Source: an optimization exercise on an open RTL-to-GDS flow (aim: small area, a short achievable clock period and few clock cycles per item). Production flows keep margins and buffers that such runs may drop. Function was checked by simulation only, so behaviour that the tests miss may differ from the original.

==> flow/run.sh <==
#!/bin/bash
# synth_recipe.tcl (not shown) runs the flow's synth.tcl, then flattens the netlist and writes it again
# the make line also repeats each setting of config.mk as NAME=value (left out here)
make -C /OpenROAD-flow-scripts/flow DESIGN_CONFIG=/design/flow/config.mk WORK_HOME=/design/flow/orfs CLKGATE_MAP_FILE= SYNTH_SCRIPT=/design/flow/synth_recipe.tcl finish
==> flow/config.mk <==
export PLATFORM = sky130hd
export DESIGN_NAME = matvec3
export DESIGN_NICKNAME = matvec3
export VERILOG_FILES = /design/flow/design.v
export SDC_FILE = /design/flow/constraint.sdc
export NUM_CORES = 4
export LEC_CHECK = 0
export ABC_AREA = 1
export CAP_MARGIN = 20
export CORE_MARGIN = 2
export CORE_UTILIZATION = 40
export CTS_BUF_LIST = sky130_fd_sc_hd__clkbuf_8
export CTS_CLUSTER_SIZE = 40
export SETUP_SLACK_MARGIN = 4.1
export SLEW_MARGIN = 20
==> flow/constraint.sdc <==
create_clock -name core_clock -period 7.0 [get_ports {clk}]
set_input_delay 1.4000 -clock core_clock [delete_from_list [all_inputs] [get_ports {clk}]]
set_output_delay 1.4000 -clock core_clock [all_outputs]
set_load 0.01 [all_outputs]
==> flow/design.v <==
module mul_csa (
    input  wire [13:0] w,
    input  wire [6:0]  one,
    input  wire [6:0]  two,
    input  wire [6:0]  neg,
    output wire [27:0] r0,
    output wire [27:0] r1,
    output wire [27:0] r2
);
    wire t1 = (one[0] & w[0]) ^ neg[0];
    wire t2 = ((one[0] & w[1]) | (two[0] & w[0])) ^ neg[0];
    wire t3 = ((one[0] & w[2]) | (two[0] & w[1])) ^ neg[0];
    wire t4 = ((one[0] & w[3]) | (two[0] & w[2])) ^ neg[0];
    wire t5 = ((one[0] & w[4]) | (two[0] & w[3])) ^ neg[0];
    wire t6 = ((one[0] & w[5]) | (two[0] & w[4])) ^ neg[0];
    wire t7 = ((one[0] & w[6]) | (two[0] & w[5])) ^ neg[0];
    wire t8 = ((one[0] & w[7]) | (two[0] & w[6])) ^ neg[0];
    wire t9 = ((one[0] & w[8]) | (two[0] & w[7])) ^ neg[0];
    wire t10 = ((one[0] & w[9]) | (two[0] & w[8])) ^ neg[0];
    wire t11 = ((one[0] & w[10]) | (two[0] & w[9])) ^ neg[0];
    wire t12 = ((one[0] & w[11]) | (two[0] & w[10])) ^ neg[0];
    wire t13 = ((one[0] & w[12]) | (two[0] & w[11])) ^ neg[0];
    wire t14 = ((one[0] & w[13]) | (two[0] & w[12])) ^ neg[0];
    wire t15 = ~(((one[0] & w[13]) | (two[0] & w[13])) ^ neg[0]);
    wire t16 = (one[1] & w[0]) ^ neg[1];
    wire t17 = ((one[1] & w[1]) | (two[1] & w[0])) ^ neg[1];
    wire t18 = ((one[1] & w[2]) | (two[1] & w[1])) ^ neg[1];
    wire t19 = ((one[1] & w[3]) | (two[1] & w[2])) ^ neg[1];
    wire t20 = ((one[1] & w[4]) | (two[1] & w[3])) ^ neg[1];
    wire t21 = ((one[1] & w[5]) | (two[1] & w[4])) ^ neg[1];
    wire t22 = ((one[1] & w[6]) | (two[1] & w[5])) ^ neg[1];
    wire t23 = ((one[1] & w[7]) | (two[1] & w[6])) ^ neg[1];
    wire t24 = ((one[1] & w[8]) | (two[1] & w[7])) ^ neg[1];
    wire t25 = ((one[1] & w[9]) | (two[1] & w[8])) ^ neg[1];
    wire t26 = ((one[1] & w[10]) | (two[1] & w[9])) ^ neg[1];
    wire t27 = ((one[1] & w[11]) | (two[1] & w[10])) ^ neg[1];
    wire t28 = ((one[1] & w[12]) | (two[1] & w[11])) ^ neg[1];
    wire t29 = ((one[1] & w[13]) | (two[1] & w[12])) ^ neg[1];
    wire t30 = ~(((one[1] & w[13]) | (two[1] & w[13])) ^ neg[1]);
    wire t31 = (one[2] & w[0]) ^ neg[2];
    wire t32 = ((one[2] & w[1]) | (two[2] & w[0])) ^ neg[2];
    wire t33 = ((one[2] & w[2]) | (two[2] & w[1])) ^ neg[2];
    wire t34 = ((one[2] & w[3]) | (two[2] & w[2])) ^ neg[2];
    wire t35 = ((one[2] & w[4]) | (two[2] & w[3])) ^ neg[2];
    wire t36 = ((one[2] & w[5]) | (two[2] & w[4])) ^ neg[2];
    wire t37 = ((one[2] & w[6]) | (two[2] & w[5])) ^ neg[2];
    wire t38 = ((one[2] & w[7]) | (two[2] & w[6])) ^ neg[2];
    wire t39 = ((one[2] & w[8]) | (two[2] & w[7])) ^ neg[2];
    wire t40 = ((one[2] & w[9]) | (two[2] & w[8])) ^ neg[2];
    wire t41 = ((one[2] & w[10]) | (two[2] & w[9])) ^ neg[2];
    wire t42 = ((one[2] & w[11]) | (two[2] & w[10])) ^ neg[2];
    wire t43 = ((one[2] & w[12]) | (two[2] & w[11])) ^ neg[2];
    wire t44 = ((one[2] & w[13]) | (two[2] & w[12])) ^ neg[2];
    wire t45 = ~(((one[2] & w[13]) | (two[2] & w[13])) ^ neg[2]);
    wire t46 = (one[3] & w[0]) ^ neg[3];
    wire t47 = ((one[3] & w[1]) | (two[3] & w[0])) ^ neg[3];
    wire t48 = ((one[3] & w[2]) | (two[3] & w[1])) ^ neg[3];
    wire t49 = ((one[3] & w[3]) | (two[3] & w[2])) ^ neg[3];
    wire t50 = ((one[3] & w[4]) | (two[3] & w[3])) ^ neg[3];
    wire t51 = ((one[3] & w[5]) | (two[3] & w[4])) ^ neg[3];
    wire t52 = ((one[3] & w[6]) | (two[3] & w[5])) ^ neg[3];
    wire t53 = ((one[3] & w[7]) | (two[3] & w[6])) ^ neg[3];
    wire t54 = ((one[3] & w[8]) | (two[3] & w[7])) ^ neg[3];
    wire t55 = ((one[3] & w[9]) | (two[3] & w[8])) ^ neg[3];
    wire t56 = ((one[3] & w[10]) | (two[3] & w[9])) ^ neg[3];
    wire t57 = ((one[3] & w[11]) | (two[3] & w[10])) ^ neg[3];
    wire t58 = ((one[3] & w[12]) | (two[3] & w[11])) ^ neg[3];
    wire t59 = ((one[3] & w[13]) | (two[3] & w[12])) ^ neg[3];
    wire t60 = ~(((one[3] & w[13]) | (two[3] & w[13])) ^ neg[3]);
    wire t61 = (one[4] & w[0]) ^ neg[4];
    wire t62 = ((one[4] & w[1]) | (two[4] & w[0])) ^ neg[4];
    wire t63 = ((one[4] & w[2]) | (two[4] & w[1])) ^ neg[4];
    wire t64 = ((one[4] & w[3]) | (two[4] & w[2])) ^ neg[4];
    wire t65 = ((one[4] & w[4]) | (two[4] & w[3])) ^ neg[4];
    wire t66 = ((one[4] & w[5]) | (two[4] & w[4])) ^ neg[4];
    wire t67 = ((one[4] & w[6]) | (two[4] & w[5])) ^ neg[4];
    wire t68 = ((one[4] & w[7]) | (two[4] & w[6])) ^ neg[4];
    wire t69 = ((one[4] & w[8]) | (two[4] & w[7])) ^ neg[4];
    wire t70 = ((one[4] & w[9]) | (two[4] & w[8])) ^ neg[4];
    wire t71 = ((one[4] & w[10]) | (two[4] & w[9])) ^ neg[4];
    wire t72 = ((one[4] & w[11]) | (two[4] & w[10])) ^ neg[4];
    wire t73 = ((one[4] & w[12]) | (two[4] & w[11])) ^ neg[4];
    wire t74 = ((one[4] & w[13]) | (two[4] & w[12])) ^ neg[4];
    wire t75 = ~(((one[4] & w[13]) | (two[4] & w[13])) ^ neg[4]);
    wire t76 = (one[5] & w[0]) ^ neg[5];
    wire t77 = ((one[5] & w[1]) | (two[5] & w[0])) ^ neg[5];
    wire t78 = ((one[5] & w[2]) | (two[5] & w[1])) ^ neg[5];
    wire t79 = ((one[5] & w[3]) | (two[5] & w[2])) ^ neg[5];
    wire t80 = ((one[5] & w[4]) | (two[5] & w[3])) ^ neg[5];
    wire t81 = ((one[5] & w[5]) | (two[5] & w[4])) ^ neg[5];
    wire t82 = ((one[5] & w[6]) | (two[5] & w[5])) ^ neg[5];
    wire t83 = ((one[5] & w[7]) | (two[5] & w[6])) ^ neg[5];
    wire t84 = ((one[5] & w[8]) | (two[5] & w[7])) ^ neg[5];
    wire t85 = ((one[5] & w[9]) | (two[5] & w[8])) ^ neg[5];
    wire t86 = ((one[5] & w[10]) | (two[5] & w[9])) ^ neg[5];
    wire t87 = ((one[5] & w[11]) | (two[5] & w[10])) ^ neg[5];
    wire t88 = ((one[5] & w[12]) | (two[5] & w[11])) ^ neg[5];
    wire t89 = ((one[5] & w[13]) | (two[5] & w[12])) ^ neg[5];
    wire t90 = ~(((one[5] & w[13]) | (two[5] & w[13])) ^ neg[5]);
    wire t91 = (one[6] & w[0]) ^ neg[6];
    wire t92 = ((one[6] & w[1]) | (two[6] & w[0])) ^ neg[6];
    wire t93 = ((one[6] & w[2]) | (two[6] & w[1])) ^ neg[6];
    wire t94 = ((one[6] & w[3]) | (two[6] & w[2])) ^ neg[6];
    wire t95 = ((one[6] & w[4]) | (two[6] & w[3])) ^ neg[6];
    wire t96 = ((one[6] & w[5]) | (two[6] & w[4])) ^ neg[6];
    wire t97 = ((one[6] & w[6]) | (two[6] & w[5])) ^ neg[6];
    wire t98 = ((one[6] & w[7]) | (two[6] & w[6])) ^ neg[6];
    wire t99 = ((one[6] & w[8]) | (two[6] & w[7])) ^ neg[6];
    wire t100 = ((one[6] & w[9]) | (two[6] & w[8])) ^ neg[6];
    wire t101 = ((one[6] & w[10]) | (two[6] & w[9])) ^ neg[6];
    wire t102 = ((one[6] & w[11]) | (two[6] & w[10])) ^ neg[6];
    wire t103 = ((one[6] & w[12]) | (two[6] & w[11])) ^ neg[6];
    wire t104 = ((one[6] & w[13]) | (two[6] & w[12])) ^ neg[6];
    wire t105 = ~(((one[6] & w[13]) | (two[6] & w[13])) ^ neg[6]);
    wire t106 = t3 ^ t16 ^ neg[1];
    wire t107 = (t3 & t16) | (t3 & neg[1]) | (t16 & neg[1]);
    wire t108 = t4 ^ t17 ^ t107;
    wire t109 = (t4 & t17) | (t4 & t107) | (t17 & t107);
    wire t110 = t5 ^ t18 ^ t31;
    wire t111 = (t5 & t18) | (t5 & t31) | (t18 & t31);
    wire t112 = neg[2] ^ t110 ^ t109;
    wire t113 = (neg[2] & t110) | (neg[2] & t109) | (t110 & t109);
    wire t114 = t6 ^ t19 ^ t32;
    wire t115 = (t6 & t19) | (t6 & t32) | (t19 & t32);
    wire t116 = t111 ^ t114;
    wire t117 = t111 & t114;
    wire t118 = t7 ^ t20 ^ t33;
    wire t119 = (t7 & t20) | (t7 & t33) | (t20 & t33);
    wire t120 = t46 ^ neg[3] ^ t115;
    wire t121 = (t46 & neg[3]) | (t46 & t115) | (neg[3] & t115);
    wire t122 = t118 ^ t117 ^ t120;
    wire t123 = (t118 & t117) | (t118 & t120) | (t117 & t120);
    wire t124 = t8 ^ t21 ^ t34;
    wire t125 = (t8 & t21) | (t8 & t34) | (t21 & t34);
    wire t126 = t47 ^ t119 ^ t124;
    wire t127 = (t47 & t119) | (t47 & t124) | (t119 & t124);
    wire t128 = t121 ^ t126;
    wire t129 = t121 & t126;
    wire t130 = t9 ^ t22 ^ t35;
    wire t131 = (t9 & t22) | (t9 & t35) | (t22 & t35);
    wire t132 = t48 ^ t61 ^ neg[4];
    wire t133 = (t48 & t61) | (t48 & neg[4]) | (t61 & neg[4]);
    wire t134 = t125 ^ t130 ^ t132;
    wire t135 = (t125 & t130) | (t125 & t132) | (t130 & t132);
    wire t136 = t127 ^ t134;
    wire t137 = t127 & t134;
    wire t138 = t10 ^ t23 ^ t36;
    wire t139 = (t10 & t23) | (t10 & t36) | (t23 & t36);
    wire t140 = t49 ^ t62 ^ t131;
    wire t141 = (t49 & t62) | (t49 & t131) | (t62 & t131);
    wire t142 = t133 ^ t138 ^ t135;
    wire t143 = (t133 & t138) | (t133 & t135) | (t138 & t135);
    wire t144 = t11 ^ t24 ^ t37;
    wire t145 = (t11 & t24) | (t11 & t37) | (t24 & t37);
    wire t146 = t50 ^ t63 ^ t76;
    wire t147 = (t50 & t63) | (t50 & t76) | (t63 & t76);
    wire t148 = neg[5] ^ t139 ^ t144;
    wire t149 = (neg[5] & t139) | (neg[5] & t144) | (t139 & t144);
    wire t150 = t146 ^ t141 ^ t148;
    wire t151 = (t146 & t141) | (t146 & t148) | (t141 & t148);
    wire t152 = t12 ^ t25 ^ t38;
    wire t153 = (t12 & t25) | (t12 & t38) | (t25 & t38);
    wire t154 = t51 ^ t64 ^ t77;
    wire t155 = (t51 & t64) | (t51 & t77) | (t64 & t77);
    wire t156 = t145 ^ t147 ^ t152;
    wire t157 = (t145 & t147) | (t145 & t152) | (t147 & t152);
    wire t158 = t154 ^ t149 ^ t156;
    wire t159 = (t154 & t149) | (t154 & t156) | (t149 & t156);
    wire t160 = t13 ^ t26 ^ t39;
    wire t161 = (t13 & t26) | (t13 & t39) | (t26 & t39);
    wire t162 = t52 ^ t65 ^ t78;
    wire t163 = (t52 & t65) | (t52 & t78) | (t65 & t78);
    wire t164 = t91 ^ neg[6] ^ t153;
    wire t165 = (t91 & neg[6]) | (t91 & t153) | (neg[6] & t153);
    wire t166 = t155 ^ t160 ^ t162;
    wire t167 = (t155 & t160) | (t155 & t162) | (t160 & t162);
    wire t168 = t157 ^ t164 ^ t166;
    wire t169 = (t157 & t164) | (t157 & t166) | (t164 & t166);
    wire t170 = t14 ^ t27 ^ t40;
    wire t171 = (t14 & t27) | (t14 & t40) | (t27 & t40);
    wire t172 = t53 ^ t66 ^ t79;
    wire t173 = (t53 & t66) | (t53 & t79) | (t66 & t79);
    wire t174 = t92 ^ t161 ^ t163;
    wire t175 = (t92 & t161) | (t92 & t163) | (t161 & t163);
    wire t176 = t170 ^ t172 ^ t165;
    wire t177 = (t170 & t172) | (t170 & t165) | (t172 & t165);
    wire t178 = t167 ^ t174;
    wire t179 = t167 & t174;
    wire t180 = t15 ^ t28 ^ t41;
    wire t181 = (t15 & t28) | (t15 & t41) | (t28 & t41);
    wire t182 = t54 ^ t67 ^ t80;
    wire t183 = (t54 & t67) | (t54 & t80) | (t67 & t80);
    wire t184 = t93 ^ 1'b1 ^ t171;
    wire t185 = (t93 & 1'b1) | (t93 & t171) | (1'b1 & t171);
    wire t186 = t173 ^ t180 ^ t182;
    wire t187 = (t173 & t180) | (t173 & t182) | (t180 & t182);
    wire t188 = t175 ^ t184 ^ t186;
    wire t189 = (t175 & t184) | (t175 & t186) | (t184 & t186);
    wire t190 = t29 ^ t42 ^ t55;
    wire t191 = (t29 & t42) | (t29 & t55) | (t42 & t55);
    wire t192 = t68 ^ t81 ^ t94;
    wire t193 = (t68 & t81) | (t68 & t94) | (t81 & t94);
    wire t194 = 1'b1 ^ t181 ^ t183;
    wire t195 = (1'b1 & t181) | (1'b1 & t183) | (t181 & t183);
    wire t196 = t190 ^ t192 ^ t185;
    wire t197 = (t190 & t192) | (t190 & t185) | (t192 & t185);
    wire t198 = t187 ^ t194;
    wire t199 = t187 & t194;
    wire t200 = t30 ^ t43 ^ t56;
    wire t201 = (t30 & t43) | (t30 & t56) | (t43 & t56);
    wire t202 = t69 ^ t82 ^ t95;
    wire t203 = (t69 & t82) | (t69 & t95) | (t82 & t95);
    wire t204 = t191 ^ t193 ^ t200;
    wire t205 = (t191 & t193) | (t191 & t200) | (t193 & t200);
    wire t206 = t202 ^ t195 ^ t204;
    wire t207 = (t202 & t195) | (t202 & t204) | (t195 & t204);
    wire t208 = t44 ^ t57 ^ t70;
    wire t209 = (t44 & t57) | (t44 & t70) | (t57 & t70);
    wire t210 = t83 ^ t96 ^ 1'b1;
    wire t211 = (t83 & t96) | (t83 & 1'b1) | (t96 & 1'b1);
    wire t212 = t201 ^ t203 ^ t208;
    wire t213 = (t201 & t203) | (t201 & t208) | (t203 & t208);
    wire t214 = t210 ^ t205 ^ t212;
    wire t215 = (t210 & t205) | (t210 & t212) | (t205 & t212);
    wire t216 = t45 ^ t58 ^ t71;
    wire t217 = (t45 & t58) | (t45 & t71) | (t58 & t71);
    wire t218 = t84 ^ t97 ^ t209;
    wire t219 = (t84 & t97) | (t84 & t209) | (t97 & t209);
    wire t220 = t211 ^ t216 ^ t213;
    wire t221 = (t211 & t216) | (t211 & t213) | (t216 & t213);
    wire t222 = t59 ^ t72 ^ t85;
    wire t223 = (t59 & t72) | (t59 & t85) | (t72 & t85);
    wire t224 = t98 ^ 1'b1 ^ t217;
    wire t225 = (t98 & 1'b1) | (t98 & t217) | (1'b1 & t217);
    wire t226 = t222 ^ t219 ^ t224;
    wire t227 = (t222 & t219) | (t222 & t224) | (t219 & t224);
    wire t228 = t60 ^ t73 ^ t86;
    wire t229 = (t60 & t73) | (t60 & t86) | (t73 & t86);
    wire t230 = t99 ^ t223 ^ t228;
    wire t231 = (t99 & t223) | (t99 & t228) | (t223 & t228);
    wire t232 = t225 ^ t230;
    wire t233 = t225 & t230;
    wire t234 = t74 ^ t87 ^ t100;
    wire t235 = (t74 & t87) | (t74 & t100) | (t87 & t100);
    wire t236 = 1'b1 ^ t229 ^ t234;
    wire t237 = (1'b1 & t229) | (1'b1 & t234) | (t229 & t234);
    wire t238 = t231 ^ t236;
    wire t239 = t231 & t236;
    wire t240 = t75 ^ t88 ^ t101;
    wire t241 = (t75 & t88) | (t75 & t101) | (t88 & t101);
    wire t242 = t235 ^ t240 ^ t237;
    wire t243 = (t235 & t240) | (t235 & t237) | (t240 & t237);
    wire t244 = t89 ^ t102 ^ 1'b1;
    wire t245 = (t89 & t102) | (t89 & 1'b1) | (t102 & 1'b1);
    wire t246 = t241 ^ t244;
    wire t247 = t241 & t244;
    wire t248 = t90 ^ t103 ^ t245;
    wire t249 = (t90 & t103) | (t90 & t245) | (t103 & t245);
    wire t250 = t104 ^ 1'b1 ^ t249;
    wire t251 = (t104 & 1'b1) | (t104 & t249) | (1'b1 & t249);
    assign r0[0] = t1;
    assign r0[1] = t2;
    assign r0[2] = t106;
    assign r0[3] = t108;
    assign r0[4] = t112;
    assign r0[5] = t113;
    assign r0[6] = t122;
    assign r0[7] = t123;
    assign r0[8] = t129;
    assign r0[9] = t140;
    assign r0[10] = t143;
    assign r0[11] = t151;
    assign r0[12] = t159;
    assign r0[13] = t169;
    assign r0[14] = t177;
    assign r0[15] = t189;
    assign r0[16] = t197;
    assign r0[17] = t207;
    assign r0[18] = t218;
    assign r0[19] = t221;
    assign r0[20] = t227;
    assign r0[21] = t233;
    assign r0[22] = t239;
    assign r0[23] = t243;
    assign r0[24] = t247;
    assign r0[25] = t250;
    assign r0[26] = t105;
    assign r0[27] = 1'b1;
    assign r1[0] = neg[0];
    assign r1[1] = 1'b0;
    assign r1[2] = 1'b0;
    assign r1[3] = 1'b0;
    assign r1[4] = 1'b0;
    assign r1[5] = t116;
    assign r1[6] = 1'b0;
    assign r1[7] = t128;
    assign r1[8] = t136;
    assign r1[9] = t137;
    assign r1[10] = t150;
    assign r1[11] = t158;
    assign r1[12] = t168;
    assign r1[13] = t176;
    assign r1[14] = t179;
    assign r1[15] = t196;
    assign r1[16] = t199;
    assign r1[17] = t214;
    assign r1[18] = t215;
    assign r1[19] = t226;
    assign r1[20] = t232;
    assign r1[21] = t238;
    assign r1[22] = t242;
    assign r1[23] = t246;
    assign r1[24] = t248;
    assign r1[25] = 1'b0;
    assign r1[26] = t251;
    assign r1[27] = 1'b0;
    assign r2[0] = 1'b0;
    assign r2[1] = 1'b0;
    assign r2[2] = 1'b0;
    assign r2[3] = 1'b0;
    assign r2[4] = 1'b0;
    assign r2[5] = 1'b0;
    assign r2[6] = 1'b0;
    assign r2[7] = 1'b0;
    assign r2[8] = 1'b0;
    assign r2[9] = t142;
    assign r2[10] = 1'b0;
    assign r2[11] = 1'b0;
    assign r2[12] = 1'b0;
    assign r2[13] = t178;
    assign r2[14] = t188;
    assign r2[15] = t198;
    assign r2[16] = t206;
    assign r2[17] = 1'b0;
    assign r2[18] = t220;
    assign r2[19] = 1'b0;
    assign r2[20] = 1'b0;
    assign r2[21] = 1'b0;
    assign r2[22] = 1'b0;
    assign r2[23] = 1'b0;
    assign r2[24] = 1'b0;
    assign r2[25] = 1'b0;
    assign r2[26] = 1'b0;
    assign r2[27] = 1'b0;
endmodule
module acc_add (
    input  wire [27:0] a,
    input  wire [27:0] r0,
    input  wire [27:0] r1,
    input  wire [27:0] r2,
    output wire [27:0] y
);
    wire [27:0] x0;
    wire [27:0] x1;
    wire v1 = r0[9] ^ r1[9];
    wire v2 = r0[9] & r1[9];
    wire v3 = r0[10] ^ r1[10];
    wire v4 = r0[10] & r1[10];
    wire v5 = r0[11] ^ r1[11];
    wire v6 = r0[11] & r1[11];
    wire v7 = r0[12] ^ r1[12];
    wire v8 = r0[12] & r1[12];
    wire v9 = r0[13] ^ r1[13] ^ r2[13];
    wire v10 = (r0[13] & r1[13]) | (r0[13] & r2[13]) | (r1[13] & r2[13]);
    wire v11 = r0[14] ^ r1[14] ^ r2[14];
    wire v12 = (r0[14] & r1[14]) | (r0[14] & r2[14]) | (r1[14] & r2[14]);
    wire v13 = r0[15] ^ r1[15] ^ r2[15];
    wire v14 = (r0[15] & r1[15]) | (r0[15] & r2[15]) | (r1[15] & r2[15]);
    wire v15 = r0[16] ^ r1[16] ^ r2[16];
    wire v16 = (r0[16] & r1[16]) | (r0[16] & r2[16]) | (r1[16] & r2[16]);
    wire v17 = r0[17] ^ r1[17];
    wire v18 = r0[17] & r1[17];
    wire v19 = r0[18] ^ r1[18] ^ r2[18];
    wire v20 = (r0[18] & r1[18]) | (r0[18] & r2[18]) | (r1[18] & r2[18]);
    wire v21 = r0[19] ^ r1[19];
    wire v22 = r0[19] & r1[19];
    wire v23 = r0[20] ^ r1[20];
    wire v24 = r0[20] & r1[20];
    wire v25 = r0[21] ^ r1[21];
    wire v26 = r0[21] & r1[21];
    wire v27 = r0[22] ^ r1[22];
    wire v28 = r0[22] & r1[22];
    wire v29 = r0[23] ^ r1[23];
    wire v30 = r0[23] & r1[23];
    wire v31 = r0[24] ^ r1[24];
    wire v32 = r0[24] & r1[24];
    wire v33 = r0[0] ^ r1[0];
    wire v34 = r0[0] & r1[0];
    wire v35 = r0[1] ^ a[1];
    wire v36 = r0[1] & a[1];
    wire v37 = r0[2] ^ a[2];
    wire v38 = r0[2] & a[2];
    wire v39 = r0[3] ^ a[3];
    wire v40 = r0[3] & a[3];
    wire v41 = r0[4] ^ a[4];
    wire v42 = r0[4] & a[4];
    wire v43 = r0[5] ^ r1[5] ^ a[5];
    wire v44 = (r0[5] & r1[5]) | (r0[5] & a[5]) | (r1[5] & a[5]);
    wire v45 = r0[6] ^ a[6];
    wire v46 = r0[6] & a[6];
    wire v47 = r0[7] ^ r1[7] ^ a[7];
    wire v48 = (r0[7] & r1[7]) | (r0[7] & a[7]) | (r1[7] & a[7]);
    wire v49 = r0[8] ^ r1[8] ^ a[8];
    wire v50 = (r0[8] & r1[8]) | (r0[8] & a[8]) | (r1[8] & a[8]);
    wire v51 = r2[9] ^ a[9] ^ v1;
    wire v52 = (r2[9] & a[9]) | (r2[9] & v1) | (a[9] & v1);
    wire v53 = a[10] ^ v2 ^ v3;
    wire v54 = (a[10] & v2) | (a[10] & v3) | (v2 & v3);
    wire v55 = a[11] ^ v4 ^ v5;
    wire v56 = (a[11] & v4) | (a[11] & v5) | (v4 & v5);
    wire v57 = a[12] ^ v6 ^ v7;
    wire v58 = (a[12] & v6) | (a[12] & v7) | (v6 & v7);
    wire v59 = a[13] ^ v8 ^ v9;
    wire v60 = (a[13] & v8) | (a[13] & v9) | (v8 & v9);
    wire v61 = a[14] ^ v10 ^ v11;
    wire v62 = (a[14] & v10) | (a[14] & v11) | (v10 & v11);
    wire v63 = a[15] ^ v12 ^ v13;
    wire v64 = (a[15] & v12) | (a[15] & v13) | (v12 & v13);
    wire v65 = a[16] ^ v14 ^ v15;
    wire v66 = (a[16] & v14) | (a[16] & v15) | (v14 & v15);
    wire v67 = a[17] ^ v16 ^ v17;
    wire v68 = (a[17] & v16) | (a[17] & v17) | (v16 & v17);
    wire v69 = a[18] ^ v18 ^ v19;
    wire v70 = (a[18] & v18) | (a[18] & v19) | (v18 & v19);
    wire v71 = a[19] ^ v20 ^ v21;
    wire v72 = (a[19] & v20) | (a[19] & v21) | (v20 & v21);
    wire v73 = a[20] ^ v22 ^ v23;
    wire v74 = (a[20] & v22) | (a[20] & v23) | (v22 & v23);
    wire v75 = a[21] ^ v24 ^ v25;
    wire v76 = (a[21] & v24) | (a[21] & v25) | (v24 & v25);
    wire v77 = a[22] ^ v26 ^ v27;
    wire v78 = (a[22] & v26) | (a[22] & v27) | (v26 & v27);
    wire v79 = a[23] ^ v28 ^ v29;
    wire v80 = (a[23] & v28) | (a[23] & v29) | (v28 & v29);
    wire v81 = a[24] ^ v30 ^ v31;
    wire v82 = (a[24] & v30) | (a[24] & v31) | (v30 & v31);
    wire v83 = r0[25] ^ a[25] ^ v32;
    wire v84 = (r0[25] & a[25]) | (r0[25] & v32) | (a[25] & v32);
    wire v85 = r0[26] ^ r1[26] ^ a[26];
    wire v86 = (r0[26] & r1[26]) | (r0[26] & a[26]) | (r1[26] & a[26]);
    wire v87 = 1'b1 ^ a[27];
    wire v88 = 1'b1 & a[27];
    assign x0[0] = a[0];
    assign x1[0] = v33;
    assign x0[1] = v34;
    assign x1[1] = v35;
    assign x0[2] = v36;
    assign x1[2] = v37;
    assign x0[3] = v38;
    assign x1[3] = v39;
    assign x0[4] = v40;
    assign x1[4] = v41;
    assign x0[5] = v42;
    assign x1[5] = v43;
    assign x0[6] = v44;
    assign x1[6] = v45;
    assign x0[7] = v46;
    assign x1[7] = v47;
    assign x0[8] = v48;
    assign x1[8] = v49;
    assign x0[9] = v50;
    assign x1[9] = v51;
    assign x0[10] = v52;
    assign x1[10] = v53;
    assign x0[11] = v54;
    assign x1[11] = v55;
    assign x0[12] = v56;
    assign x1[12] = v57;
    assign x0[13] = v58;
    assign x1[13] = v59;
    assign x0[14] = v60;
    assign x1[14] = v61;
    assign x0[15] = v62;
    assign x1[15] = v63;
    assign x0[16] = v64;
    assign x1[16] = v65;
    assign x0[17] = v66;
    assign x1[17] = v67;
    assign x0[18] = v68;
    assign x1[18] = v69;
    assign x0[19] = v70;
    assign x1[19] = v71;
    assign x0[20] = v72;
    assign x1[20] = v73;
    assign x0[21] = v74;
    assign x1[21] = v75;
    assign x0[22] = v76;
    assign x1[22] = v77;
    assign x0[23] = v78;
    assign x1[23] = v79;
    assign x0[24] = v80;
    assign x1[24] = v81;
    assign x0[25] = v82;
    assign x1[25] = v83;
    assign x0[26] = v84;
    assign x1[26] = v85;
    assign x0[27] = v86;
    assign x1[27] = v87;
    wire p0 = x0[0] ^ x1[0];
    wire g0 = x0[0] & x1[0];
    wire p1 = x0[1] ^ x1[1];
    wire g1 = x0[1] & x1[1];
    wire p2 = x0[2] ^ x1[2];
    wire g2 = x0[2] & x1[2];
    wire p3 = x0[3] ^ x1[3];
    wire g3 = x0[3] & x1[3];
    wire p4 = x0[4] ^ x1[4];
    wire g4 = x0[4] & x1[4];
    wire p5 = x0[5] ^ x1[5];
    wire g5 = x0[5] & x1[5];
    wire p6 = x0[6] ^ x1[6];
    wire g6 = x0[6] & x1[6];
    wire p7 = x0[7] ^ x1[7];
    wire g7 = x0[7] & x1[7];
    wire p8 = x0[8] ^ x1[8];
    wire g8 = x0[8] & x1[8];
    wire p9 = x0[9] ^ x1[9];
    wire g9 = x0[9] & x1[9];
    wire p10 = x0[10] ^ x1[10];
    wire g10 = x0[10] & x1[10];
    wire p11 = x0[11] ^ x1[11];
    wire g11 = x0[11] & x1[11];
    wire p12 = x0[12] ^ x1[12];
    wire g12 = x0[12] & x1[12];
    wire p13 = x0[13] ^ x1[13];
    wire g13 = x0[13] & x1[13];
    wire p14 = x0[14] ^ x1[14];
    wire g14 = x0[14] & x1[14];
    wire p15 = x0[15] ^ x1[15];
    wire g15 = x0[15] & x1[15];
    wire p16 = x0[16] ^ x1[16];
    wire g16 = x0[16] & x1[16];
    wire p17 = x0[17] ^ x1[17];
    wire g17 = x0[17] & x1[17];
    wire p18 = x0[18] ^ x1[18];
    wire g18 = x0[18] & x1[18];
    wire p19 = x0[19] ^ x1[19];
    wire g19 = x0[19] & x1[19];
    wire p20 = x0[20] ^ x1[20];
    wire g20 = x0[20] & x1[20];
    wire p21 = x0[21] ^ x1[21];
    wire g21 = x0[21] & x1[21];
    wire p22 = x0[22] ^ x1[22];
    wire g22 = x0[22] & x1[22];
    wire p23 = x0[23] ^ x1[23];
    wire g23 = x0[23] & x1[23];
    wire p24 = x0[24] ^ x1[24];
    wire g24 = x0[24] & x1[24];
    wire p25 = x0[25] ^ x1[25];
    wire g25 = x0[25] & x1[25];
    wire p26 = x0[26] ^ x1[26];
    wire g26 = x0[26] & x1[26];
    wire p27 = x0[27] ^ x1[27];
    wire g27 = x0[27] & x1[27];
    wire G0_1 = g1 | (p1 & g0);
    wire P0_1 = p1 & p0;
    wire G0_3 = g3 | (p3 & g2);
    wire P0_3 = p3 & p2;
    wire G0_5 = g5 | (p5 & g4);
    wire P0_5 = p5 & p4;
    wire G0_7 = g7 | (p7 & g6);
    wire P0_7 = p7 & p6;
    wire G0_9 = g9 | (p9 & g8);
    wire P0_9 = p9 & p8;
    wire G0_11 = g11 | (p11 & g10);
    wire P0_11 = p11 & p10;
    wire G0_13 = g13 | (p13 & g12);
    wire P0_13 = p13 & p12;
    wire G0_15 = g15 | (p15 & g14);
    wire P0_15 = p15 & p14;
    wire G0_17 = g17 | (p17 & g16);
    wire P0_17 = p17 & p16;
    wire G0_19 = g19 | (p19 & g18);
    wire P0_19 = p19 & p18;
    wire G0_21 = g21 | (p21 & g20);
    wire P0_21 = p21 & p20;
    wire G0_23 = g23 | (p23 & g22);
    wire P0_23 = p23 & p22;
    wire G0_25 = g25 | (p25 & g24);
    wire P0_25 = p25 & p24;
    wire G0_27 = g27 | (p27 & g26);
    wire P0_27 = p27 & p26;
    wire G1_2 = g2 | (p2 & G0_1);
    wire P1_2 = p2 & P0_1;
    wire G1_3 = G0_3 | (P0_3 & G0_1);
    wire P1_3 = P0_3 & P0_1;
    wire G1_6 = g6 | (p6 & G0_5);
    wire P1_6 = p6 & P0_5;
    wire G1_7 = G0_7 | (P0_7 & G0_5);
    wire P1_7 = P0_7 & P0_5;
    wire G1_10 = g10 | (p10 & G0_9);
    wire P1_10 = p10 & P0_9;
    wire G1_11 = G0_11 | (P0_11 & G0_9);
    wire P1_11 = P0_11 & P0_9;
    wire G1_14 = g14 | (p14 & G0_13);
    wire P1_14 = p14 & P0_13;
    wire G1_15 = G0_15 | (P0_15 & G0_13);
    wire P1_15 = P0_15 & P0_13;
    wire G1_18 = g18 | (p18 & G0_17);
    wire P1_18 = p18 & P0_17;
    wire G1_19 = G0_19 | (P0_19 & G0_17);
    wire P1_19 = P0_19 & P0_17;
    wire G1_22 = g22 | (p22 & G0_21);
    wire P1_22 = p22 & P0_21;
    wire G1_23 = G0_23 | (P0_23 & G0_21);
    wire P1_23 = P0_23 & P0_21;
    wire G1_26 = g26 | (p26 & G0_25);
    wire P1_26 = p26 & P0_25;
    wire G1_27 = G0_27 | (P0_27 & G0_25);
    wire P1_27 = P0_27 & P0_25;
    wire G2_4 = g4 | (p4 & G1_3);
    wire P2_4 = p4 & P1_3;
    wire G2_5 = G0_5 | (P0_5 & G1_3);
    wire P2_5 = P0_5 & P1_3;
    wire G2_6 = G1_6 | (P1_6 & G1_3);
    wire P2_6 = P1_6 & P1_3;
    wire G2_7 = G1_7 | (P1_7 & G1_3);
    wire P2_7 = P1_7 & P1_3;
    wire G2_12 = g12 | (p12 & G1_11);
    wire P2_12 = p12 & P1_11;
    wire G2_13 = G0_13 | (P0_13 & G1_11);
    wire P2_13 = P0_13 & P1_11;
    wire G2_14 = G1_14 | (P1_14 & G1_11);
    wire P2_14 = P1_14 & P1_11;
    wire G2_15 = G1_15 | (P1_15 & G1_11);
    wire P2_15 = P1_15 & P1_11;
    wire G2_20 = g20 | (p20 & G1_19);
    wire P2_20 = p20 & P1_19;
    wire G2_21 = G0_21 | (P0_21 & G1_19);
    wire P2_21 = P0_21 & P1_19;
    wire G2_22 = G1_22 | (P1_22 & G1_19);
    wire P2_22 = P1_22 & P1_19;
    wire G2_23 = G1_23 | (P1_23 & G1_19);
    wire P2_23 = P1_23 & P1_19;
    wire G3_8 = g8 | (p8 & G2_7);
    wire P3_8 = p8 & P2_7;
    wire G3_9 = G0_9 | (P0_9 & G2_7);
    wire P3_9 = P0_9 & P2_7;
    wire G3_10 = G1_10 | (P1_10 & G2_7);
    wire P3_10 = P1_10 & P2_7;
    wire G3_11 = G1_11 | (P1_11 & G2_7);
    wire P3_11 = P1_11 & P2_7;
    wire G3_12 = G2_12 | (P2_12 & G2_7);
    wire P3_12 = P2_12 & P2_7;
    wire G3_13 = G2_13 | (P2_13 & G2_7);
    wire P3_13 = P2_13 & P2_7;
    wire G3_14 = G2_14 | (P2_14 & G2_7);
    wire P3_14 = P2_14 & P2_7;
    wire G3_15 = G2_15 | (P2_15 & G2_7);
    wire P3_15 = P2_15 & P2_7;
    wire G3_24 = g24 | (p24 & G2_23);
    wire P3_24 = p24 & P2_23;
    wire G3_25 = G0_25 | (P0_25 & G2_23);
    wire P3_25 = P0_25 & P2_23;
    wire G3_26 = G1_26 | (P1_26 & G2_23);
    wire P3_26 = P1_26 & P2_23;
    wire G3_27 = G1_27 | (P1_27 & G2_23);
    wire P3_27 = P1_27 & P2_23;
    wire G4_16 = g16 | (p16 & G3_15);
    wire P4_16 = p16 & P3_15;
    wire G4_17 = G0_17 | (P0_17 & G3_15);
    wire P4_17 = P0_17 & P3_15;
    wire G4_18 = G1_18 | (P1_18 & G3_15);
    wire P4_18 = P1_18 & P3_15;
    wire G4_19 = G1_19 | (P1_19 & G3_15);
    wire P4_19 = P1_19 & P3_15;
    wire G4_20 = G2_20 | (P2_20 & G3_15);
    wire P4_20 = P2_20 & P3_15;
    wire G4_21 = G2_21 | (P2_21 & G3_15);
    wire P4_21 = P2_21 & P3_15;
    wire G4_22 = G2_22 | (P2_22 & G3_15);
    wire P4_22 = P2_22 & P3_15;
    wire G4_23 = G2_23 | (P2_23 & G3_15);
    wire P4_23 = P2_23 & P3_15;
    wire G4_24 = G3_24 | (P3_24 & G3_15);
    wire P4_24 = P3_24 & P3_15;
    wire G4_25 = G3_25 | (P3_25 & G3_15);
    wire P4_25 = P3_25 & P3_15;
    wire G4_26 = G3_26 | (P3_26 & G3_15);
    wire P4_26 = P3_26 & P3_15;
    wire G4_27 = G3_27 | (P3_27 & G3_15);
    wire P4_27 = P3_27 & P3_15;
    assign y[0] = p0;
    assign y[1] = p1 ^ g0;
    assign y[2] = p2 ^ G0_1;
    assign y[3] = p3 ^ G1_2;
    assign y[4] = p4 ^ G1_3;
    assign y[5] = p5 ^ G2_4;
    assign y[6] = p6 ^ G2_5;
    assign y[7] = p7 ^ G2_6;
    assign y[8] = p8 ^ G2_7;
    assign y[9] = p9 ^ G3_8;
    assign y[10] = p10 ^ G3_9;
    assign y[11] = p11 ^ G3_10;
    assign y[12] = p12 ^ G3_11;
    assign y[13] = p13 ^ G3_12;
    assign y[14] = p14 ^ G3_13;
    assign y[15] = p15 ^ G3_14;
    assign y[16] = p16 ^ G3_15;
    assign y[17] = p17 ^ G4_16;
    assign y[18] = p18 ^ G4_17;
    assign y[19] = p19 ^ G4_18;
    assign y[20] = p20 ^ G4_19;
    assign y[21] = p21 ^ G4_20;
    assign y[22] = p22 ^ G4_21;
    assign y[23] = p23 ^ G4_22;
    assign y[24] = p24 ^ G4_23;
    assign y[25] = p25 ^ G4_24;
    assign y[26] = p26 ^ G4_25;
    assign y[27] = p27 ^ G4_26;
endmodule
`timescale 1ns/1ps
`default_nettype none
module matvec3
(
    input  logic               clk,
    input  logic               reset,
    input  logic               input_valid,
    output logic               input_ready,
    input  logic signed [13:0] input_data,
    output logic               output_valid,
    input  logic               output_ready,
    output logic signed [27:0] output_data
);
    logic [3:0]         ph;        
    logic signed [13:0] ring [12];
    logic signed [13:0] ring0_d;
    logic signed [13:0] x_n;       
    logic [6:0]         one_q;     
    logic [6:0]         two_q;
    logic [6:0]         neg_q;
    logic [3:0]         wc;
    logic               active;    
    logic [3:0]         pi;        
    logic [1:0]         pc;        
    logic [1:0]         xl;        
    logic               fire_d;
    logic               first_d;
    logic               last_d;
    logic [27:0]        s_q;
    logic [27:0]        c_q;
    logic [27:0]        e_q;
    logic [27:0]        acc;
    logic [27:0]        s_d;
    logic [27:0]        c_d;
    logic [27:0]        e_d;
    logic [3:0]         pi_ph;     
    logic [3:0]         ph_n;
    logic [3:0]         wc_n;
    logic               active_n;
    logic [3:0]         pi_n;
    logic [1:0]         pc_n;
    logic [1:0]         xl_n;
    logic               ready_n;
    logic accept;
    logic fire;
    logic cancel;
    logic retire;
    function automatic logic slot_free(input logic [3:0] w, input logic act,
                                       input logic [3:0] p);
        if (w < 4'd9)       slot_free = !act || (p > w);
        else if (w == 4'd9) slot_free = !act;
        else                slot_free = 1'b1;
    endfunction
    assign accept      = input_valid && input_ready;
    assign pi_ph       = (pi < 4'd2) ? pi + 4'd10 : pi - 4'd2;
    assign cancel      = fire_d && first_d && output_valid && !output_ready;
    assign retire      = fire_d && !cancel;
    assign fire        = active && (ph == pi_ph) && (xl > pc) && !cancel;
    assign output_data = acc;
    always_comb begin
        ph_n     = (ph == 4'd11) ? 4'd0 : ph + 4'd1;
        wc_n     = wc;
        active_n = active;
        pi_n     = pi;
        pc_n     = pc;
        xl_n     = xl;
        if (accept) begin
            wc_n = (wc == 4'd11) ? 4'd0 : wc + 4'd1;
            if (wc == 4'd9) begin
                active_n = 1'b1;
                pi_n     = '0;
                pc_n     = '0;
                xl_n     = 2'd1;
            end else if (wc > 4'd9) begin
                xl_n = xl + 2'd1;
            end
        end
        if (fire) begin
            pi_n = pi + 4'd1;
            pc_n = (pc == 2'd2) ? 2'd0 : pc + 2'd1;
            if (pi == 4'd8) active_n = 1'b0;
        end else if (cancel) begin
            pi_n = pi - 4'd1;
            pc_n = '0;
        end
        ready_n = (ph_n == wc_n) && slot_free(wc_n, active_n, pi_n);
    end
    assign ring0_d = accept ? input_data : ring[11];
    always_comb begin
        if (ph >= 4'd9)      x_n = ring0_d;
        else if (ph <= 4'd2) x_n = ring[2];
        else                 x_n = ring[5];
    end
    logic [14:0] x_ext;
    assign x_ext = {x_n, 1'b0};
    always_ff @(posedge clk) begin
        for (int k = 0; k < 7; k++) begin
            logic b2, b1, b0;
            b2 = x_ext[2*k+2];
            b1 = x_ext[2*k+1];
            b0 = x_ext[2*k];
            one_q[k] <= b1 ^ b0;
            two_q[k] <= (b2 & !b1 & !b0) | (!b2 & b1 & b0);
            neg_q[k] <= b2;
        end
    end
    mul_csa mul_i (
        .w  (ring[9]),
        .one(one_q),
        .two(two_q),
        .neg(neg_q),
        .r0 (s_d),
        .r1 (c_d),
        .r2 (e_d)
    );
    always_ff @(posedge clk) begin
        ring[0] <= ring0_d;
        for (int k = 1; k < 12; k++) ring[k] <= ring[k-1];
        s_q     <= s_d;
        c_q     <= c_d;
        e_q     <= e_d;
        first_d <= (pc == 2'd0);
        last_d  <= (pc == 2'd2);
    end
    logic [27:0] a_m;
    assign a_m = first_d ? 28'd0 : acc;
    logic [27:0] sum;
    acc_add add_i (
        .a  (a_m),
        .r0 (s_q),
        .r1 (c_q),
        .r2 (e_q),
        .y  (sum)
    );
    always_ff @(posedge clk) begin
        if (retire) begin
            acc <= sum;
        end
    end
    always_ff @(posedge clk) begin
        if (reset) begin
            ph           <= '0;
            wc           <= '0;
            active       <= 1'b0;
            pi           <= '0;
            pc           <= '0;
            xl           <= '0;
            fire_d       <= 1'b0;
            input_ready  <= 1'b1;
            output_valid <= 1'b0;
        end else begin
            ph           <= ph_n;
            wc           <= wc_n;
            active       <= active_n;
            pi           <= pi_n;
            pc           <= pc_n;
            xl           <= xl_n;
            fire_d       <= fire;
            input_ready  <= ready_n;
            if (retire && last_d)   output_valid <= 1'b1;
            else if (output_ready)  output_valid <= 1'b0;
        end
    end
endmodule
`default_nettype wire
==> impl_metrics.env, run 1 <==
export IMPL_outcome="complete, no violations"
export IMPL_cts_buffers_inserted=48
export IMPL_path_cells="fa_1 -> inv_1 -> fa_1 -> inv_2 -> ha_4 -> a21oi_4 -> o21ai_2 -> a21oi_2 -> nand2_2 -> fa_2 -> xor2_1"
export IMPL_clkSinkCount=293
export IMPL_report_final_slew_viol_count=0
export IMPL_whs_ps=309.2
export IMPL_hold_path_depth=0
export IMPL_layout_drive_gt1_share_pct=10.66
export IMPL_root_buffer="clkbuf_8"
export IMPL_slew_headroom_pct=49.71
export IMPL_busiest_layer="met2"
export IMPL_vias=9372
export IMPL_grt_pass1_wl_um=47340
export IMPL_rr_worst_depth=11
export IMPL_drt_iter0_markers=561
export IMPL_yosysTopAreaCellShare_pct=38.22
export IMPL_hp_class="reg -> reg"
export IMPL_postCtsHoldBufs=0
export IMPL_fin_crit_sh_pct=41.00
export IMPL_grt_overflow=0
export IMPL_synth_enable_flop_cells=28
export IMPL_ant_nets=0
export IMPL_max_cap_violations=0
export IMPL_final_cell_mix="264 x inv_1, 256 x dfxtp_1, 237 x nand2_1"
export IMPL_ys_types=42
export IMPL_portBuffers=47
export IMPL_cp_start_kind="register"
export IMPL_layout_commonest_cell="inv_1"
export IMPL_finalSetupTns_ps=0
export IMPL_insertedDiodeCount=0
export IMPL_dominantRegCellSynth="dfxtp_1"
export IMPL_critPathLaunch="add_i.r2[13]"
export IMPL_max_stage_delay_ps=520
export IMPL_dieHeight_um=190.3
export IMPL_avgSynthCellArea_um2=9.507
export IMPL_wirelength_um=28710
export IMPL_viasPerCell=4.658
export IMPL_synth_cells=1460
export IMPL_grt_max_degree=29
export IMPL_synth_seq_area_share_pct=44.28
export IMPL_grt_util_met3_pct=3.000
export IMPL_gp_congestion=0.8680
export IMPL_fin_crit_ps=2870
export IMPL_post_drt_wl_per_cell_um=14.27
export IMPL_crit_type="reg -> reg"
export IMPL_fin_nets=1699
export IMPL_start_util_pct=40.38
export IMPL_die_x_um=190.3
export IMPL_max_freq_mhz=348.4
export IMPL_synthesis_area_mm2=0.01388
export IMPL_drcViolationCount=0
export IMPL_grt_usage_pct=16.16
export IMPL_rsz0062_at_grt="true"
export IMPL_arrival_ps=3190
export IMPL_multiInputGateArea_mm2=0.006688
export IMPL_clk_latency_ps=580
export IMPL_grt_pass1_vias=9565
export IMPL_synth_seq_cells=293
export IMPL_yosys_area_top_type="dfxtp_1"
export IMPL_crit_path_frequent_cell="fa_1"
export IMPL_worst_path_max_delay_cell="fa_1"
export IMPL_r2r_start="add_i.r2[13]"
export IMPL_hold_viol_final=0
export IMPL_finalWorstSetupSlack_ps=4130
export IMPL_fin_skew_ps=37.46
export IMPL_worstPathMaxFanout=4
export IMPL_clk_pin_slew_ps=60
export IMPL_async_reset_ff_share_pct=0
export IMPL_use_met2_pct=26.53
export IMPL_holdCritStartpoint="ring[8][2]"
export IMPL_area_growth_pct=16.17
export IMPL_hpwl_um=20450
export IMPL_regArea_mm2=0.006162
export IMPL_fp_coreArea_mm2=0.03437
export IMPL_yosys_warnings=3
export IMPL_rows=68
export IMPL_reg2reg_setup_slack_ps=4130
export IMPL_h_tree_depth=2
export IMPL_crit_path_end_kind="register"
export IMPL_tightest_slew_ps=752.0
export IMPL_die_area_mm2=0.03621
export IMPL_drt_pass1_iterations=5
export IMPL_ios=48
export IMPL_synth_fp_nets=1639
export IMPL_crit_required_ps=7320
export IMPL_post_place_ws_ps=3114
export IMPL_clockBufferDepth=3
export IMPL_synth_area_leaders="dfxtp_1 38%, fa_1 12%, inv_1 7.0%"
export IMPL_use_met1_pct=21.19
export IMPL_finalSetupViolCount=0
export IMPL_grt_antenna_before_repair=0
export IMPL_cts_tree="built"
export IMPL_fill_cells=3239
## critical path, delay by kind of cell (launching register included)
kind	cells	cell delay, ps
adder cells (fa/ha/maj)	4	1570
AO/OA/AOI/OAI	3	360
flip-flops	1	320
XOR/XNOR	1	160
AND/OR/NAND/NOR	1	100
buffers and inverters	2	90
## repair_timing
action / in CTS / in global routing
cloned: 1 / 1
buffers inserted: 3 / 7
pin swaps: 2 / 3
resized for setup: 28 / 54
setup endpoints to repair: 45 / 34
## registers in the layout, summed over array words and instances (netlist names), 2 cells and up
| register | flops |
|---|---|
| ring | 168 |
| acc | 28 |
| s_q | 27 |
| add_i.r1 | 21 |
| neg_q | 7 |
| one_q | 7 |
| two_q | 7 |
| add_i.r2 | 6 |
| ph | 4 |
| pi | 4 |
| wc | 4 |
| pc | 2 |
| xl | 2 |
## cell usage after synthesis (4+ instances only)
cell type,number
inv_1,258
clkbuf_1,37
nand2_1,243
a21oi_1,34
xnor2_1,14
nand3_1,43
nand3_2,4
ha_1,76
inv_2,6
o211ai_2,6
dfxtp_1,265
o21ai_1,5
o22ai_1,91
buf_2,7
edfxtp_1,28
xor2_1,109
a21oi_4,5
o21ai_0,30
nor2_1,70
fa_1,85
a21oi_2,5
## cells by family (layout without fill, tap and decap cells)
family	Yosys count	in the layout	synth area share [%]
compound gates	188	188	8.671
simple gates	377	378	11.23
flops	293	293	44.28
xor+xnor	123	123	7.761
buf+inv	318	414	8.951
fa+ha+maj	161	161	19.11
## worst paths after layout
| check | end |
|---|---|
| max | acc[17] |
| min reg2reg | ring[9][2] |
| max reg2reg | acc[17] |
| min | ring[9][2] |
## final cells by class
cell class	count	area share (%)
multi-input combinational	850	41.47
sequential	293	38.21
inverter	268	6.417
clock buffer	58	4.950
timing repair buffer	59	3.647
tap	455	3.530
clock inverter	29	1.769
## per-layer routing
layer	vias up	routed length (um)
li1	4699	-
met1	4380	13230
met2	226	13130
met3	67	1452
met4	0	899
met5	-	0
## per-stage QoR
step	util, %	area (um^2)	cells
floorplan	-	13950	1460
global placement	42.86	14730	1913
detailed placement	42.86	14730	1913
CTS	46.13	15860	2004
global route	46.91	16130	2012
finish	46.91	16130	2012
Testbench counts, summed over its fixed seeds: cycles 4,680, items 1,152.
==> run 2, diff against run 1 <==
==> flow/flow/run.sh (new file) <==
#!/bin/bash
# The standard layout (standard.sh) with three changes:
# - synthesis skips the quick abc pass inside yosys's synth command
#   (SYNTH_ARGS=-noabc), so the adder cells are extracted from the design's
#   own full-adder logic; the registers are the standard synthesis's;
# - clock tree synthesis adds no dummy loads to balance the tree;
# - the port buffers are buf_1 cells.
set -o pipefail
export SYNTH_ARGS="-noabc"
export CTS_ARGS="-sink_clustering_enable -repair_clock_nets -sink_clustering_size 40 -buf_list sky130_fd_sc_hd__clkbuf_8 -dont_use_dummy_load"
export BUFFER_PORTS_ARGS="-buffer_cell sky130_fd_sc_hd__buf_1"
bash standard.sh > standard.log 2>&1
==> flow/standard.sh (new file) <==
#!/bin/bash
# synth_recipe.tcl (not shown) runs the flow's synth.tcl, then flattens the netlist and writes it again
# the make line also repeats each setting of config.mk as NAME=value (left out here)
make -C /OpenROAD-flow-scripts/flow DESIGN_CONFIG=/design/flow/config.mk WORK_HOME=/design/flow/orfs CLKGATE_MAP_FILE= SYNTH_SCRIPT=/design/flow/synth_recipe.tcl "${@:-finish}"
removed: flow/run.sh
==> impl_metrics.env, run 2 <==
export IMPL_viasPerCell=4.769
export IMPL_crit_required_ps=7280
export IMPL_use_met2_pct=24.43
export IMPL_slew_headroom_pct=31.40
export IMPL_hold_viol_final=0
export IMPL_wirelength_um=27880
export IMPL_yosysTopAreaCellShare_pct=38.60
export IMPL_netlist_top_cells_count="265 x dfxtp_1, 196 x inv_1, 169 x nand2_1, 114 x xor2_1, 92 x o22ai_1"
export IMPL_path_cells="fa_1 -> fa_1 -> ha_4 -> nand2_4 -> nor4_4 -> nand2_2 -> nand2_4 -> fa_2"
export IMPL_grt_usage_pct=15.59
export IMPL_rsz0062_at_grt="true"
export IMPL_die_x_um=189.4
export IMPL_layout_commonest_cell="dfxtp_1"
export IMPL_h_tree_depth=2
export IMPL_max_stage_delay_ps=550
export IMPL_dieHeight_um=189.4
export IMPL_crit_type="reg -> reg"
export IMPL_vias=9118
export IMPL_ys_types=41
export IMPL_yosys_warnings=3
export IMPL_cp_start_kind="register"
export IMPL_post_drt_wl_per_cell_um=14.58
export IMPL_finalSetupViolCount=0
export IMPL_die_area_mm2=0.03586
export IMPL_reg_top3="ring: 168 flops, acc: 28 flops, s_q: 27 flops"
export IMPL_hp_class="reg -> reg"
export IMPL_avgSynthCellArea_um2=9.967
export IMPL_rows=67
export IMPL_root_buffer="clkbuf_8"
export IMPL_synth_fp_nets=1573
export IMPL_outcome="complete, no violations"
export IMPL_arrival_ps=3140
export IMPL_place_area_mm2=0.01436
export IMPL_fin_crit_ps=2856
export IMPL_hpwl_um=19530
export IMPL_area_growth_pct=13.92
export IMPL_grt_overflow=0
export IMPL_max_cap_violations=0
export IMPL_clk_latency_ps=560
export IMPL_synth_seq_cells=293
export IMPL_rr_worst_depth=8
export IMPL_crit_path_end_kind="register"
export IMPL_synthesis_area_mm2=0.01374
export IMPL_synth_cells=1379
export IMPL_yosys_area_top_type="dfxtp_1"
export IMPL_tightest_slew_ps=1029
export IMPL_max_freq_mhz=350.2
export IMPL_ant_nets=0
export IMPL_hold_path_depth=0
export IMPL_ios=48
export IMPL_final_cell_mix="249 x dfxtp_1, 185 x inv_1, 158 x nand2_1"
export IMPL_clkSinkCount=293
export IMPL_report_final_slew_viol_count=0
export IMPL_clockBufferDepth=3
export IMPL_fin_nets=1660
export IMPL_synth_area_leaders="dfxtp_1 39%, fa_1 13%, ha_1 7.9%"
export IMPL_fill_cells=3179
export IMPL_gp_congestion=0.8376
export IMPL_start_util_pct=40.78
export IMPL_dominantRegCellSynth="dfxtp_1"
export IMPL_cts_tree="built"
export IMPL_layout_drive_gt1_share_pct=14.62
export IMPL_grt_max_degree=32
export IMPL_synth_most_common_cell="dfxtp_1"
export IMPL_top_register="ring"
export IMPL_synth_seq_area_share_pct=44.72
export IMPL_clk_pin_slew_ps=60
export IMPL_drt_iter0_markers=408
export IMPL_final_area_mm2=0.01566
export IMPL_cts_buffers_inserted=49
export IMPL_fin_skew_ps=46.37
export IMPL_drt_pass1_iterations=7
export IMPL_portBuffers=47
export IMPL_fin_crit_sh_pct=40.79
export IMPL_grt_pass1_vias=9203
export IMPL_busiest_layer="met2"
export IMPL_insertedDiodeCount=0
export IMPL_async_reset_ff_share_pct=0
export IMPL_grt_antenna_before_repair=0
export IMPL_grt_util_met3_pct=3.003
export IMPL_largest_reg_flops=168
export IMPL_use_met1_pct=21.29
export IMPL_fp_coreArea_mm2=0.03370
export IMPL_grt_pass1_wl_um=45280
export IMPL_drcViolationCount=0
export IMPL_synth_enable_flop_cells=28
export IMPL_finalSetupTns_ps=0
export IMPL_worst_path_max_delay_cell="fa_1"
export IMPL_worstPathMaxFanout=4
## run 2: cell types whose count changed in the layout (fill, tap and decap cells not counted), moves of 9 or more
| cell | before | now |
|---|---|---|
| buf_1 | 0 | 46 |
| clkbuf_8 | 58 | 49 |
| nor2_2 | 3 | 16 |
| clkdlybuf4s50_1 | 19 | 0 |
| inv_1 | 264 | 185 |
| nand2_2 | 9 | 20 |
| dlygate4sd2_1 | 12 | 0 |
| nand3_1 | 43 | 62 |
| buf_4 | 8 | 32 |
| ha_1 | 69 | 79 |
| dlymetal6s2s_1 | 14 | 0 |
| nand2_1 | 237 | 158 |
## run 2: repair_timing
item	in CTS	in global routing
buffers inserted	3	32
pin swaps	2	24
gates resized for setup	22	62
endpoints found under the setup margin	25	22
gates cloned	1	2
hold buffers	0	0
## run 2: worst paths after layout
kind | startpoint | to | slack, ps
max reg2reg | s_q[15] | acc[16] | 4140
max | s_q[15] | acc[16] | 4140
min reg2reg | ring[4][0] | ring[5][0] | 310
min | ring[4][0] | ring[5][0] | 310
## run 2: metrics by stage
step,cells,hold slack [ps],util (%),worst slack [ps]
final,1912,314.5,46.46,4144
after global routing,1912,319.7,46.46,3951
after CTS,1878,317.9,45.03,3912
after detailed placement,1825,312.1,42.60,2863
after global placement,1825,310.0,42.60,2952
after floorplan,1379,309.6,-,4081
## run 2: area by class of cell
type                       instances  area [um^2]  area share, %
timing repair inverter             1        5.005        0.03196
multi-input combinational        828         6878          43.93
inverter                         207        804.5          5.138
timing repair buffer              86        561.8          3.588
clock buffer                      49        674.4          4.307
tap                              448        560.5          3.580
sequential                       293         6173          39.43
## run 2: critical path, delay by kind of cell (launching register included)
kind          cells  cell delay [ps]
fa+ha+maj         4             1760
flops             1              320
simple gates      4              530
## run 2: metal layers
| layer | wire, um | up-vias |
|---|---|---|
| li1 | - | 4549 |
| met1 | 13000 | 4286 |
| met2 | 12760 | 219 |
| met3 | 1338 | 64 |
| met4 | 782 | 0 |
| met5 | 0 | - |
## run 2: cell families (layout without fill, tap and decap cells)
| kind of cell | after synthesis | in the layout | synth area share (%) |
|---|---|---|---|
| simple gates | 354 | 354 | 11.35 |
| flops | 293 | 293 | 44.72 |
| buf+inv | 258 | 343 | 7.374 |
| compound gates | 177 | 177 | 7.965 |
| fa+ha+maj | 176 | 176 | 20.88 |
| xor+xnor | 121 | 121 | 7.711 |
==> run 3, diff against run 2 <==
--- a/flow/config.mk
+++ b/flow/config.mk
@@ -13,3 +13,3 @@
 export CTS_CLUSTER_SIZE = 40
-export SETUP_SLACK_MARGIN = 4.1
+export SETUP_SLACK_MARGIN = 4.0
 export SLEW_MARGIN = 20
==> impl_metrics.env, run 3 <==
export IMPL_layout_cells_non_filler=1884
export IMPL_dr_wl_met3_um=1302
export IMPL_synth_cells=1379
export IMPL_yosys_warnings=3
export IMPL_cp_start_kind="register"
export IMPL_insertedDiodeCount=0
export IMPL_drt_pass1_iterations=5
export IMPL_worst_path_max_delay_cell="fa_1"
export IMPL_rows=67
export IMPL_fin_crit_sh_pct=41.47
export IMPL_hpwl_um=19390
export IMPL_layout_commonest_cell="dfxtp_1"
export IMPL_synth_area_leaders="dfxtp_1 39%, fa_1 13%, ha_1 7.9%"
export IMPL_root_buffer="clkbuf_8"
export IMPL_grt_pass1_vias=9214
export IMPL_largest_reg_flops=168
export IMPL_worstPathMaxFanout=7
export IMPL_crit_required_ps=7280
export IMPL_postCtsHoldBufs=0
export IMPL_max_cap_violations=0
export IMPL_fin_nets=1632
export IMPL_netlist_top_cells_count="265 x dfxtp_1, 196 x inv_1, 169 x nand2_1, 114 x xor2_1, 92 x o22ai_1"
export IMPL_synthesis_area_mm2=0.01374
export IMPL_topRoutingLayerUsed="met4"
export IMPL_die_x_um=189.4
export IMPL_crit_path_end_kind="register"
export IMPL_synth_most_common_cell="dfxtp_1"
export IMPL_hold_path_depth=0
export IMPL_slew_headroom_pct=27.66
export IMPL_finalSetupViolCount=0
export IMPL_drt_iter0_markers=492
export IMPL_fill_cells=3214
export IMPL_ys_types=41
export IMPL_portBuffers=47
export IMPL_max_stage_delay_ps=580
export IMPL_start_util_pct=40.78
export IMPL_whs_ps=284.8
export IMPL_finalSetupTns_ps=0
export IMPL_reg_top3="ring: 168 flops, acc: 28 flops, s_q: 27 flops"
export IMPL_reg2reg_setup_slack_ps=4100
export IMPL_grt_usage_pct=15.51
export IMPL_clockBufferDepth=3
export IMPL_h_tree_depth=2
export IMPL_wirelength_um=27370
export IMPL_max_freq_mhz=344.5
export IMPL_drcViolationCount=0
export IMPL_tightest_slew_ps=1085
export IMPL_grt_max_degree=32
export IMPL_outcome="complete, no violations"
export IMPL_final_cell_mix="255 x dfxtp_1, 194 x inv_1, 161 x nand2_1"
export IMPL_clk_pin_slew_ps=60
export IMPL_top_register="ring"
export IMPL_dieHeight_um=189.4
export IMPL_dp_cells=1825
export IMPL_hp_class="reg -> reg"
export IMPL_synth_enable_flop_cells=28
export IMPL_avgSynthCellArea_um2=9.967
export IMPL_vias=9069
export IMPL_die_area_mm2=0.03586
export IMPL_ios=48
export IMPL_gp_congestion=0.8722
export IMPL_rsz0062_at_grt="true"
export IMPL_synth_seq_cells=293
export IMPL_cts_buffers_inserted=48
export IMPL_clkSinkCount=293
export IMPL_synth_fp_nets=1573
export IMPL_post_drt_wl_per_cell_um=14.53
export IMPL_ant_nets=0
export IMPL_grt_overflow=0
export IMPL_path_cells="buf_12 -> nor2_2 -> fa_1 -> ha_4 -> a21oi_1 -> o21ai_2 -> a21oi_2 -> nand2_4 -> fa_1 -> xor2_1"
export IMPL_yosysTopAreaCellShare_pct=38.60
export IMPL_route_met2_wl_um=12350
export IMPL_report_final_slew_viol_count=0
export IMPL_arrival_ps=3180
export IMPL_yosys_area_top_type="dfxtp_1"
export IMPL_fin_crit_ps=2903
export IMPL_wl_met1_um=12900
export IMPL_fin_skew_ps=58.72
export IMPL_grt_antenna_before_repair=0
export IMPL_hold_viol_final=0
export IMPL_layout_drive_gt1_share_pct=10.79
export IMPL_fp_coreArea_mm2=0.03370
export IMPL_crit_type="reg -> reg"
export IMPL_area_growth_pct=11.26
export IMPL_synth_seq_area_share_pct=44.72
export IMPL_rr_worst_depth=10
export IMPL_async_reset_ff_share_pct=0
export IMPL_grt_pass1_wl_um=45410
export IMPL_clk_latency_ps=570
export IMPL_dominantRegCellSynth="dfxtp_1"
export IMPL_viasPerCell=4.814
export IMPL_crit_path_frequent_cell="fa_1"
export IMPL_cts_tree="built"
run 3: cell counts after synthesis:
No cell type changed its count.
run 3: routing by layer:
layer,global-route usage (%),vias up
met2,24.94,214
li1,-,4490
met5,0,-
met3,2.892,54
met1,20.56,4311
met4,6.440,0
run 3: cell type report:
class	count	area [um^2]	share of cell area, %
repair buffers	60	337.8	2.209
clock buffers	48	660.6	4.320
flip-flops and latches	293	6161	40.29
inverters	207	784.5	5.130
well taps	448	560.5	3.666
multi-input cells	828	6788	44.39
run 3: kinds of logic (layout without fill, tap and decap cells):
| kind of cell | Yosys count | after routing | synth area share, % |
|---|---|---|---|
| AND/OR/NAND/NOR | 354 | 354 | 11.35 |
| flip-flops | 293 | 293 | 44.72 |
| buffers and inverters | 258 | 315 | 7.374 |
| AO/OA/AOI/OAI | 177 | 177 | 7.965 |
| adder cells (fa/ha/maj) | 176 | 176 | 20.88 |
| XOR/XNOR | 121 | 121 | 7.711 |
run 3: path summary, 6_finish.rpt:
check | from | to
setup reg to reg | first_d | acc[17]
hold reg to reg | ring[10][5] | ring[11][5]
setup / recovery | first_d | acc[17]
hold / removal | ring[10][5] | ring[11][5]
run 3: what timing repair did:
item                                    CTS  global route
endpoints found under the setup margin   17            18
pin swaps                                 4            12
buffers inserted                          1             8
gates resized for setup                  23            35
cloned                                    1             1
run 3: through the flow:
stage / util, % / worst slack, ps / instance area [um^2]
after floorplan: - / 4004 / 13770
after global placement: 42.35 / 2776 / 14270
after detailed placement: 42.35 / 2721 / 14270
after CTS: 44.71 / 3999 / 15070
after global routing: 45.38 / 3962 / 15290
final: 45.38 / 4097 / 15290
run 3: critical path, delay by kind of cell, from the launching register on:
family | cells | cell delay, ps
adders and majority gates | 3 | 1240
xor gates and xnor gates | 1 | 140
DFF | 1 | 440
AOI/OAI and AO/OA | 3 | 470
buffers and inverters | 1 | 170
and+or+nand+nor | 2 | 140

## static timing again, ports no longer ideal
The results above use ideal ports. As a check the final layouts listed here were re-extracted and re-timed, cells and wires unchanged.
Step 1: set_driving_cell puts a clkbuf_16 on clk and a buf_2 on each other input, an assumption about the parent block.
Step 2, shift: input delay + t, output delay - t, t = (earliest + latest rising clock arrival at the registers) / 2. This alone moves slack from input paths to output paths.
Slacks: no drivers / after step 1 / after step 2; pairs: no drivers / after step 1.
run	shift t [ns]	setup slack, ns	worst setup path at the end	worst register clock-pin slew, ns
run 1	0.609	4.130 / 4.110 / 3.708	input to register	0.07 / 0.07
run 2	0.581	4.144 / 4.144 / 3.653	input to register	0.06 / 0.06
run 3	0.585	4.097 / 4.097 / 3.657	input to register	0.06 / 0.06
After both steps every run listed still meets setup and hold. The setup slack of run 2, which loses most, moves by 0.000 ns with the drivers and by -0.491 ns with both steps.
